From an optimization exercise on the open Yosys and OpenROAD flow, aimed at small area, a short achievable clock period and few clock cycles; shortcuts taken in it are not production practice.
RTL that was checked went through simulation tests only; none was proved equivalent to the original.

== trial 48 ==
Design voxel_ray_traversal_unit, start of the top module:
module voxel_ray_traversal_unit (
    input  wire logic        clk,
    input  wire logic        rst_n,
    input  wire logic        start,
    output logic             busy,
    input  wire logic        voxel_size_we,
    input  wire logic [4:0]  voxel_size,
    input  wire logic [15:0] start_x,
    input  wire logic [15:0] start_y,
    input  wire logic [15:0] start_z,
    input  wire logic [15:0] end_x,
    input  wire logic [15:0] end_y,
    input  wire logic [15:0] end_z,
    output logic             voxel_valid,
    output logic [7:0]       voxel_x,
    output logic [7:0]       voxel_y,
    output logic [7:0]       voxel_z,
    output logic             last_voxel_flag,
    output logic             truncated
);
clock: 8.0 ns
lec_check: 0
cap_margin: 20
core_margin: 2
core_utilization: 40
setup_slack_margin: 4.6
slew_margin: 20
run.sh (not shown) runs the stock make flow with config.mk's settings and CLKGATE_MAP_FILE= SYNTH_SCRIPT=/design/flow/synth_recipe.tcl, a recipe that flattens the netlist after the stock synthesis.
### trial 48 -> trial 97
--- a/flow/design.v
+++ b/flow/design.v
@@ -51,16 +51,22 @@
     output logic [7:0]       voxel_x,
     output logic [7:0]       voxel_y,
     output logic [7:0]       voxel_z,
     output logic             last_voxel_flag,
     output logic             truncated
 );
-    function automatic logic [16:0] rstep(input logic [16:0] x, input logic [15:0] d1);
-        logic [17:0] m;
-        m = {1'b0, x} - {2'b00, d1};
-        rstep = m[17] ? {1'b0, x[15:0]} : {1'b1, m[15:0]};
+    function automatic logic [17:0] rstep4(input logic [17:0] x, input logic [15:0] d1,
+                                           input logic [17:0] d3);
+        logic [18:0] m1, m2, m3;
+        m1 = {1'b0, x} - {3'b000, d1};
+        m2 = {1'b0, x} - {2'b00, d1, 1'b0};
+        m3 = {1'b0, x} - {1'b0, d3};
+        if (!m3[18])      rstep4 = {2'd3, m3[15:0]};
+        else if (!m2[18]) rstep4 = {2'd2, m2[15:0]};
+        else if (!m1[18]) rstep4 = {2'd1, m1[15:0]};
+        else              rstep4 = {2'd0, x[15:0]};
     endfunction
     function automatic logic [5:0] istep(input logic [4:0] r, input logic b,
                                          input logic [4:0] v);
         logic [6:0] m;
         m = {1'b0, r, b} - {2'b00, v};
         istep = m[6] ? {1'b0, r[3:0], b} : {1'b1, m[4:0]};
@@ -73,19 +79,20 @@
     logic [2:0]  nneg;
     logic [4:0]  ri_s  [3];
     logic [4:0]  ri_e  [3];
     logic [15:0] nd    [3];     
     logic [7:0]  nslo  [3];     
     logic [15:0] d1    [3];     
+    logic [17:0] d3    [3];     
     logic [15:0] rn    [3];
     logic [15:0] rs    [3];
     logic [7:0]  slo   [3];
     logic [2:0]  sat_n;
     logic [2:0]  sat_s;
     logic        be_div, be_emit;
-    logic [4:0]  bcnt;
+    logic [3:0]  bcnt;
     logic [7:0]  cur   [3];
     logic [7:0]  endv  [3];
     logic [2:0]  neg;
     logic [31:0] tn    [3];
     logic [31:0] ts    [3];
     logic [2:0]  ovf;
@@ -107,27 +114,27 @@
     assign do_init    = fe_pend && !be_divbusy;
     assign xfer       = (do_init || fe_rdy) && be_free;
     assign busy       = !fe_idle;
     assign cap        = !busy;    
     logic [15:0] rn_nx [3];
     logic [15:0] rs_nx [3];
-    logic        qn    [3];
-    logic        qs    [3];
+    logic [1:0]  qn    [3];
+    logic [1:0]  qs    [3];
     logic [4:0]  ris_nx [3];
     logic [4:0]  rie_nx [3];
     logic        qis   [3];
     logic        qie   [3];
     always_comb begin
         for (int a = 0; a < 3; a++) begin
-            logic [16:0] st;
+            logic [17:0] st;
             logic [5:0]  is;
-            st = rstep({rn[a], slo[a][7]}, d1[a]);
-            qn[a] = st[16];
+            st = rstep4({rn[a], slo[a][7:6]}, d1[a], d3[a]);
+            qn[a] = st[17:16];
             rn_nx[a] = st[15:0];
-            st = rstep({rs[a], 1'b0}, d1[a]);
-            qs[a] = st[16];
+            st = rstep4({rs[a], 2'b00}, d1[a], d3[a]);
+            qs[a] = st[17:16];
             rs_nx[a] = st[15:0];
             is = istep(ri_s[a], ncur[a][7], v);
             qis[a] = is[5];
             ris_nx[a] = is[4:0];
             is = istep(ri_e[a], nendv[a][7], v);
             qie[a] = is[5];
@@ -220,13 +227,13 @@
                 valid_r <= 1'b1;
             end else if (done) begin
                 be_div  <= 1'b0;
                 be_emit <= 1'b0;
                 valid_r <= 1'b0;
             end else begin
-                if (be_div && bcnt == 5'd31) begin
+                if (be_div && bcnt == 4'd15) begin
                     be_div  <= 1'b0;
                     be_emit <= 1'b1;
                 end
                 valid_r <= step_en;
             end
         end
@@ -261,23 +268,24 @@
                         nd[a] <= 16'd0 - nd[a];
             end
         end
         if (do_init) begin
             for (int a = 0; a < 3; a++) begin
                 d1[a]    <= nd[a];
+                d3[a]    <= {2'b00, nd[a]} + {1'b0, nd[a], 1'b0};
                 rn[a]    <= {10'd0, hi[a]};
                 rs[a]    <= {11'd0, v};
                 slo[a]   <= lo[a];
                 sat_n[a] <= (nd[a][15:6] == 10'd0) && (nd[a][5:0] <= hi[a]);
                 sat_s[a] <= (nd[a][15:5] == 11'd0) && (nd[a][4:0] <= v);
             end
         end else if (be_div) begin
             for (int a = 0; a < 3; a++) begin
                 rn[a]  <= rn_nx[a];
                 rs[a]  <= rs_nx[a];
-                slo[a] <= {slo[a][6:0], 1'b0};
+                slo[a] <= {slo[a][5:0], 2'b00};
             end
         end
         if (xfer) begin
             for (int a = 0; a < 3; a++) begin
                 cur[a]  <= ncur[a];
                 endv[a] <= nendv[a];
@@ -288,14 +296,14 @@
             trunc_r <= 1'b0;
             first   <= 1'b1;
             count   <= '0;
         end else begin
             if (be_div) begin
                 for (int a = 0; a < 3; a++) begin
-                    tn[a] <= {tn[a][30:0], qn[a] | sat_n[a]};
-                    ts[a] <= {ts[a][30:0], qs[a] | sat_s[a]};
+                    tn[a] <= {tn[a][29:0], qn[a] | {2{sat_n[a]}}};
+                    ts[a] <= {ts[a][29:0], qs[a] | {2{sat_s[a]}}};
                 end
             end
             if (step_en) begin
                 for (int a = 0; a < 3; a++) begin
                     if (stepm[a])
                         cur[a] <= neg[a] ? cur[a] - 8'd1 : cur[a] + 8'd1;
Notes after the runs:
- Both conditions hold for trial 97: the flow ran to the end and the final layout passed the timing, DRC and antenna checks.
- Trial 97: multi-input logic cell count is 1,399 higher than what trial 48 reported.
- Sort trial 48 and trial 97 by core utilization asc -> top: trial 48
- Transition time at the pin with the least slew margin sits higher in trial 97 than in trial 48.
- In the tables for trial 48 and trial 97, post-synthesis net count reads lower with trial 48.
- Compared with trial 48, in trial 97 number of global-route vias before repair went up by 11,700, sequential share of layout area lower, total instance count after detailed placement went up, maximum frequency shows a reduction of about 4.3%, data required time at the worst endpoint went up.
- The most common cell after layout, fill and taps aside comes out sky130_fd_sc_hd__edfxtp_1 in one run and sky130_fd_sc_hd__ha_1 in the other, namely in trial 48 and trial 97 respectively.
- Delta (trial 97 minus trial 48): via count picked up an extra about 34%; wire length reported by the detailed router now larger; later-pin clock latency in the skew report went up by 0.04 ns; number of enable flip-flop cells after synthesis up about 11%.
Testbench counts of trial 97, summed over its fixed seeds: cycles 12,446.
The RTL of trial 48 was laid out without a check of its function.

[what the ideal ports hide]
In the flow no input, the clock included, has a driving cell. The finished layouts below were timed again as built, in two steps.
Step 1 sets driving cells, clkbuf_16 on the clock port and buf_2 on the other inputs (assumed; they add their load-dependent delay and slew).
Step 2, shift: input delay + t, output delay - t, t = (earliest + latest rising clock arrival at the registers) / 2. This alone moves slack from input paths to output paths.
Slacks: no drivers / after step 1 / after step 2; pairs: no drivers / after step 1.
run | t, ns | slack for setup (ns) | worst setup path after step 2 | worst register clock-pin slew, ns
trial 48 | 0.717 | 4.495 / 4.495 / 4.495 | register to register | 0.07 / 0.07
trial 97 | 0.775 | 4.336 / 4.336 / 4.336 | register to register | 0.06 / 0.06
After both steps every run listed still meets setup and hold.
